This design comes from an exercise in tuning for small area, a short achievable clock period and few clock cycles per item on the open sky130 flow, not from production work. The RTL was checked by simulation tests, not by an equivalence proof against the original design.

==> flow/design.v (excerpt) <==
module polygon_bounds_and_area
#(
    parameter int MAX_VERTICES = 4096,
    parameter int COORD_BITS   = 24
)
(
    input  logic         clk,
    input  logic         rst_n,
    input  logic [48:0]  in_data,
    input  logic         in_valid,
    output logic         in_ready,
    output logic [173:0] out_data,
    output logic         out_valid,
    input  logic         out_ready
);
    localparam int W = COORD_BITS;
    localparam logic [12:0] COUNT_MAX = 13'(MAX_VERTICES);
    logic signed [W-1:0] in_x;
    logic signed [W-1:0] in_y;
    logic                in_last;
    assign in_x    = in_data[48:25];
    assign in_y    = in_data[24:1];
    assign in_last = in_data[0];
    logic [1:0]          st_reg;         
    logic                pend_reg;       
    logic [1:0]          pend_n_reg;     
    logic                hold_reg;       
    logic signed [W-1:0] first_x_reg;
    logic signed [W-1:0] first_y_reg;
    logic signed [W-1:0] prev_x_reg;
    logic signed [W-1:0] prev_y_reg;
    logic                m1_valid_reg;
  ...
Size: about 5100 cells after synthesis, ~480 flip-flops, ~230 I/O pins, about 0.047 mm² of cells after synthesis.
==> flow/config.mk <==
export PLATFORM = sky130hd
export DESIGN_NAME = polygon_bounds_and_area
export DESIGN_NICKNAME = polygon_bounds_and_area
export VERILOG_FILES = /design/flow/design.v
export SDC_FILE = /design/flow/constraint.sdc
export NUM_CORES = 4
export LEC_CHECK = 0
export ABC_CLOCK_PERIOD_IN_PS = 5000
export CAP_MARGIN = 20
export CORE_MARGIN = 2
export CORE_UTILIZATION = 40
export SLEW_MARGIN = 20
==> flow/constraint.sdc <==
create_clock -name core_clock -period 10.0 [get_ports {clk}]
set_input_delay 2.0000 -clock core_clock [delete_from_list [all_inputs] [get_ports {clk}]]
set_output_delay 2.0000 -clock core_clock [all_outputs]
set_load 0.01 [all_outputs]
standard.sh (not shown) runs the stock make flow with config.mk's settings and CLKGATE_MAP_FILE= SYNTH_SCRIPT=/design/flow/synth_recipe.tcl, a recipe that flattens the netlist after the stock synthesis.
==> flow/flow/run.sh <==
#!/bin/bash
# The standard layout (standard.sh: standard synthesis, floorplan, place, CTS, route,
# finish), with two settings changed:
#  - port buffers are sky130_fd_sc_hd__buf_1 (the resizer may still upsize them).
# The full make output goes to standard.log in the work folder; ORFS's per-step logs stay
# under orfs/logs.
set -euo pipefail
export SETUP_SLACK_MARGIN=5.6
export BUFFER_PORTS_ARGS="-buffer_cell sky130_fd_sc_hd__buf_1"
bash standard.sh > standard.log 2>&1
Testbench counts at the start, summed over its fixed seeds: cycles 24,380, vertices 24,070.
Then changed:
--- a/flow/config.mk
+++ b/flow/config.mk
@@ -6,5 +6,5 @@
 export NUM_CORES = 4
 export LEC_CHECK = 0
-export ABC_CLOCK_PERIOD_IN_PS = 5000
+export ABC_AREA = 1
 export CAP_MARGIN = 20
 export CORE_MARGIN = 2
Result: Sequential cell count does not change. Cell area drops by 13%. Routed wire length drops by 22%. Core utilization drops by 0.46 points. Worst setup slack improved by 0.022 ns. Worst hold slack is about the same. First-iteration DRC count drops by 36%.
Then changed:
--- a/flow/flow/run.sh
+++ b/flow/flow/run.sh
@@ -6,5 +6,5 @@
 # under orfs/logs.
 set -euo pipefail
-export SETUP_SLACK_MARGIN=5.6
+export SETUP_SLACK_MARGIN=5.3
 export BUFFER_PORTS_ARGS="-buffer_cell sky130_fd_sc_hd__buf_1"
 bash standard.sh > standard.log 2>&1
Utilization is lower by 1.6 points.
Synthesized area is unchanged.
Design area went down by 3.5%.
Non-clock buffer count drops by 83.
Register-to-register slack gets worse by 0.18 ns.
Synthesized cell count does not change.

========
Setup of the baseline:
polygon_bounds_and_area, a different RTL version from the one above (not shown whole).
For scale: ~480 flip-flops, about 230 I/O pins, about 41000 um^2 of cells after synthesis.
Settings: LEC_CHECK=0, ABC_AREA=1, CAP_MARGIN=20, CORE_MARGIN=2, CORE_UTILIZATION=40, SLEW_MARGIN=20; clock period 10.0 ns.
==> flow/flow/run.sh <==
#!/bin/bash
# The standard layout (standard.sh: standard synthesis, floorplan, place, CTS, route,
# finish), with two settings changed:
#  - port buffers are sky130_fd_sc_hd__buf_1 (the resizer may still upsize them).
# The full make output goes to standard.log in the work folder; ORFS's per-step logs stay
# under orfs/logs.
set -euo pipefail
export SETUP_SLACK_MARGIN=5.6
export BUFFER_PORTS_ARGS="-buffer_cell sky130_fd_sc_hd__buf_1"
bash standard.sh > standard.log 2>&1
Testbench counts of the baseline, summed over its fixed seeds: cycles 24,380, vertices 24,070.
diff inputs: the baseline => the candidate
--- a/flow/flow/run.sh
+++ b/flow/flow/run.sh
@@ -7,3 +7,3 @@
 set -euo pipefail
-export SETUP_SLACK_MARGIN=5.6
+export SETUP_SLACK_MARGIN=5.9
 export BUFFER_PORTS_ARGS="-buffer_cell sky130_fd_sc_hd__buf_1"
Final layout net count, the candidate and the baseline: lower on the baseline
Compared with the baseline, the candidate improves final worst slack.
Per the comparison of the candidate with the baseline, worst hold slack essentially unchanged, multi-input combinational cell area rose 940 um^2, number of ordinary and repair buffers in the finished layout went up by 55.

========
north:
polygon_bounds_and_area, a different RTL version from the one above (not shown whole).
Size: ~4300 cells after synthesis, roughly 480 flip-flops, ~230 I/O pins, roughly 0.041 mm2 of cells after synthesis.
export LEC_CHECK = 0
export ABC_AREA = 1
export CAP_MARGIN = 20
export CORE_MARGIN = 2
export CORE_UTILIZATION = 40
export CTS_CLUSTER_DIAMETER = 60
export CTS_CLUSTER_SIZE = 20
export SLEW_MARGIN = 20
create_clock -name core_clock -period 10.0 [get_ports {clk}]
==> flow/flow/run.sh <==
#!/bin/bash
# The standard layout (standard.sh: standard synthesis, floorplan, place, CTS, route,
# finish), with two settings changed:
#  - port buffers are sky130_fd_sc_hd__buf_1 (the resizer may still upsize them).
# The full make output goes to standard.log in the work folder; ORFS's per-step logs stay
# under orfs/logs.
set -euo pipefail
export SETUP_SLACK_MARGIN=5.6
export BUFFER_PORTS_ARGS="-buffer_cell sky130_fd_sc_hd__buf_1"
bash standard.sh > standard.log 2>&1
Testbench counts of north, summed over its fixed seeds: cycles 24,285, vertices 24,070.
Input-level comparison between south and north:
# north
export LEC_CHECK = 0
export ABC_AREA = 1
export CAP_MARGIN = 20
export CORE_MARGIN = 2
export CORE_UTILIZATION = 40
export CTS_CLUSTER_DIAMETER = 60
export CTS_CLUSTER_SIZE = 20
export SLEW_MARGIN = 20
create_clock -name core_clock -period 10.0 [get_ports {clk}]
# south
export LEC_CHECK = 0
export ABC_AREA = 1
export CAP_MARGIN = 20
export CORE_MARGIN = 2
export CORE_UTILIZATION = 40
export SLEW_MARGIN = 20
create_clock -name core_clock -period 10.0 [get_ports {clk}]
Findings:
Worst setup slack ends up lower on south.
Compared with north, south shows a worst hold slack that is 13 ps lower.
Changes observed in south relative to north: first-pass iteration count of the detailed router saw a decrease.
Modified inputs, east compared to south
# south
export LEC_CHECK = 0
export ABC_AREA = 1
export CAP_MARGIN = 20
export CORE_MARGIN = 2
export CORE_UTILIZATION = 40
export SLEW_MARGIN = 20
create_clock -name core_clock -period 10.0 [get_ports {clk}]
# east
export LEC_CHECK = 0
export ABC_AREA = 1
export CAP_MARGIN = 20
export CORE_MARGIN = 2
export CORE_UTILIZATION = 40
export PLACE_DENSITY = 0.75
export SLEW_MARGIN = 20
create_clock -name core_clock -period 10.0 [get_ports {clk}]
### Flow results
On cell area after layout, south and east are basically level. east does better than south on highest achievable clock rate. Setup WNS south -> east: better. east ends up with a via count of the first global-routing pass that is 685 higher than in south. east: done, clean on timing, DRC and antenna. Re die area: no difference whatsoever between east and south. On utilization, south tracks east almost exactly. In east, the post-cts sizing count came out 15% below the value in south.

========
== wip/sierra ==
Another version of the RTL of polygon_bounds_and_area (not shown whole).
For scale: ~480 flip-flops, ~230 I/O pins, about 46000 um2 of cells after synthesis.
Settings: LEC_CHECK=0, CAP_MARGIN=20, CORE_MARGIN=2, CORE_UTILIZATION=40, SLEW_MARGIN=20; clock period 10.0 ns.
run.sh (not shown) runs the stock make flow with config.mk's settings and CLKGATE_MAP_FILE= SYNTH_SCRIPT=/design/flow/synth_recipe.tcl, a recipe that flattens the netlist after the stock synthesis.
Stock flow here: none of the scripts above is used.
wip/sierra completed; timing, DRC and antenna clean
Testbench counts of wip/sierra, summed over its fixed seeds: cycles 24,380, vertices 24,070.
> inputs changed (wip/sierra -> wip/yarrow)
--- a/flow/config.mk
+++ b/flow/config.mk
@@ -7,0 +8 @@
+export ABC_CLOCK_PERIOD_IN_PS = 5000
@@ -10,0 +12 @@
+export SETUP_SLACK_MARGIN = 5.0
Notes after the runs:
Against wip/sierra, wip/yarrow comes in about 3.5% higher on final weighted congestion of routability-driven global placement. Delta(worst slack after detailed placement, wip/yarrow - wip/sierra) < 0. Going from wip/sierra to wip/yarrow, hold slack barely changed, final global-route overflow total essentially unchanged. Against wip/sierra as the reference, wip/yarrow delivers a higher buffers plus inverters on the worst setup path. Of the two candidates, wip/sierra has the worse minimum period implied by the final worst setup slack and wip/yarrow the better one.

[static timing again, ports no longer ideal]
Ports are ideal in the flow. The routed layouts listed here were re-timed in OpenROAD.
Step 1 sets driving cells, clkbuf_16 on the clock port and buf_2 on the other inputs (assumed; they add their load-dependent delay and slew).
Step 2 times the ports against the registers' clock, not the clock port: input delays grow and output delays shrink by t, the midpoint of the rising clock arrivals with the driver on.
a / b / c = no drivers / after step 1 / after step 2; a / b = the first two.
run	shift t [ns]	slack for setup (ns)	clock arrival spread, ns	worst data-port slew with drivers (ns)	pins driven straight from the clock port
the first run of note 1	0.722	5.474 / 5.470 / 4.981	0.053 / 0.053	0.08	1
the second run of note 1	0.726	5.495 / 5.495 / 5.116	0.040 / 0.040	0.10	1
the third run of note 1	0.713	5.316 / 5.316 / 5.308	0.052 / 0.052	0.07	1
the baseline	0.700	5.379 / 5.379 / 5.203	0.086 / 0.087	0.08	1
the candidate	0.716	5.459 / 5.459 / 5.262	0.056 / 0.056	0.11	1
north	0.733	5.471 / 5.471 / 5.049	0.034 / 0.034	0.12	1
south	0.716	5.441 / 5.441 / 5.057	0.035 / 0.035	0.12	1
east	0.690	5.482 / 5.482 / 5.085	0.026 / 0.027	0.11	1
wip/sierra	0.718	4.023 / 4.023 / 4.023	0.037 / 0.037	0.05	1
wip/yarrow	0.715	4.996 / 4.996 / 4.583	0.039 / 0.038	0.08	1
After both steps every run listed still meets setup and hold. The setup slack of the first run of note 1, which loses most, moves by -0.004 ns with the drivers and by -0.493 ns with both steps.
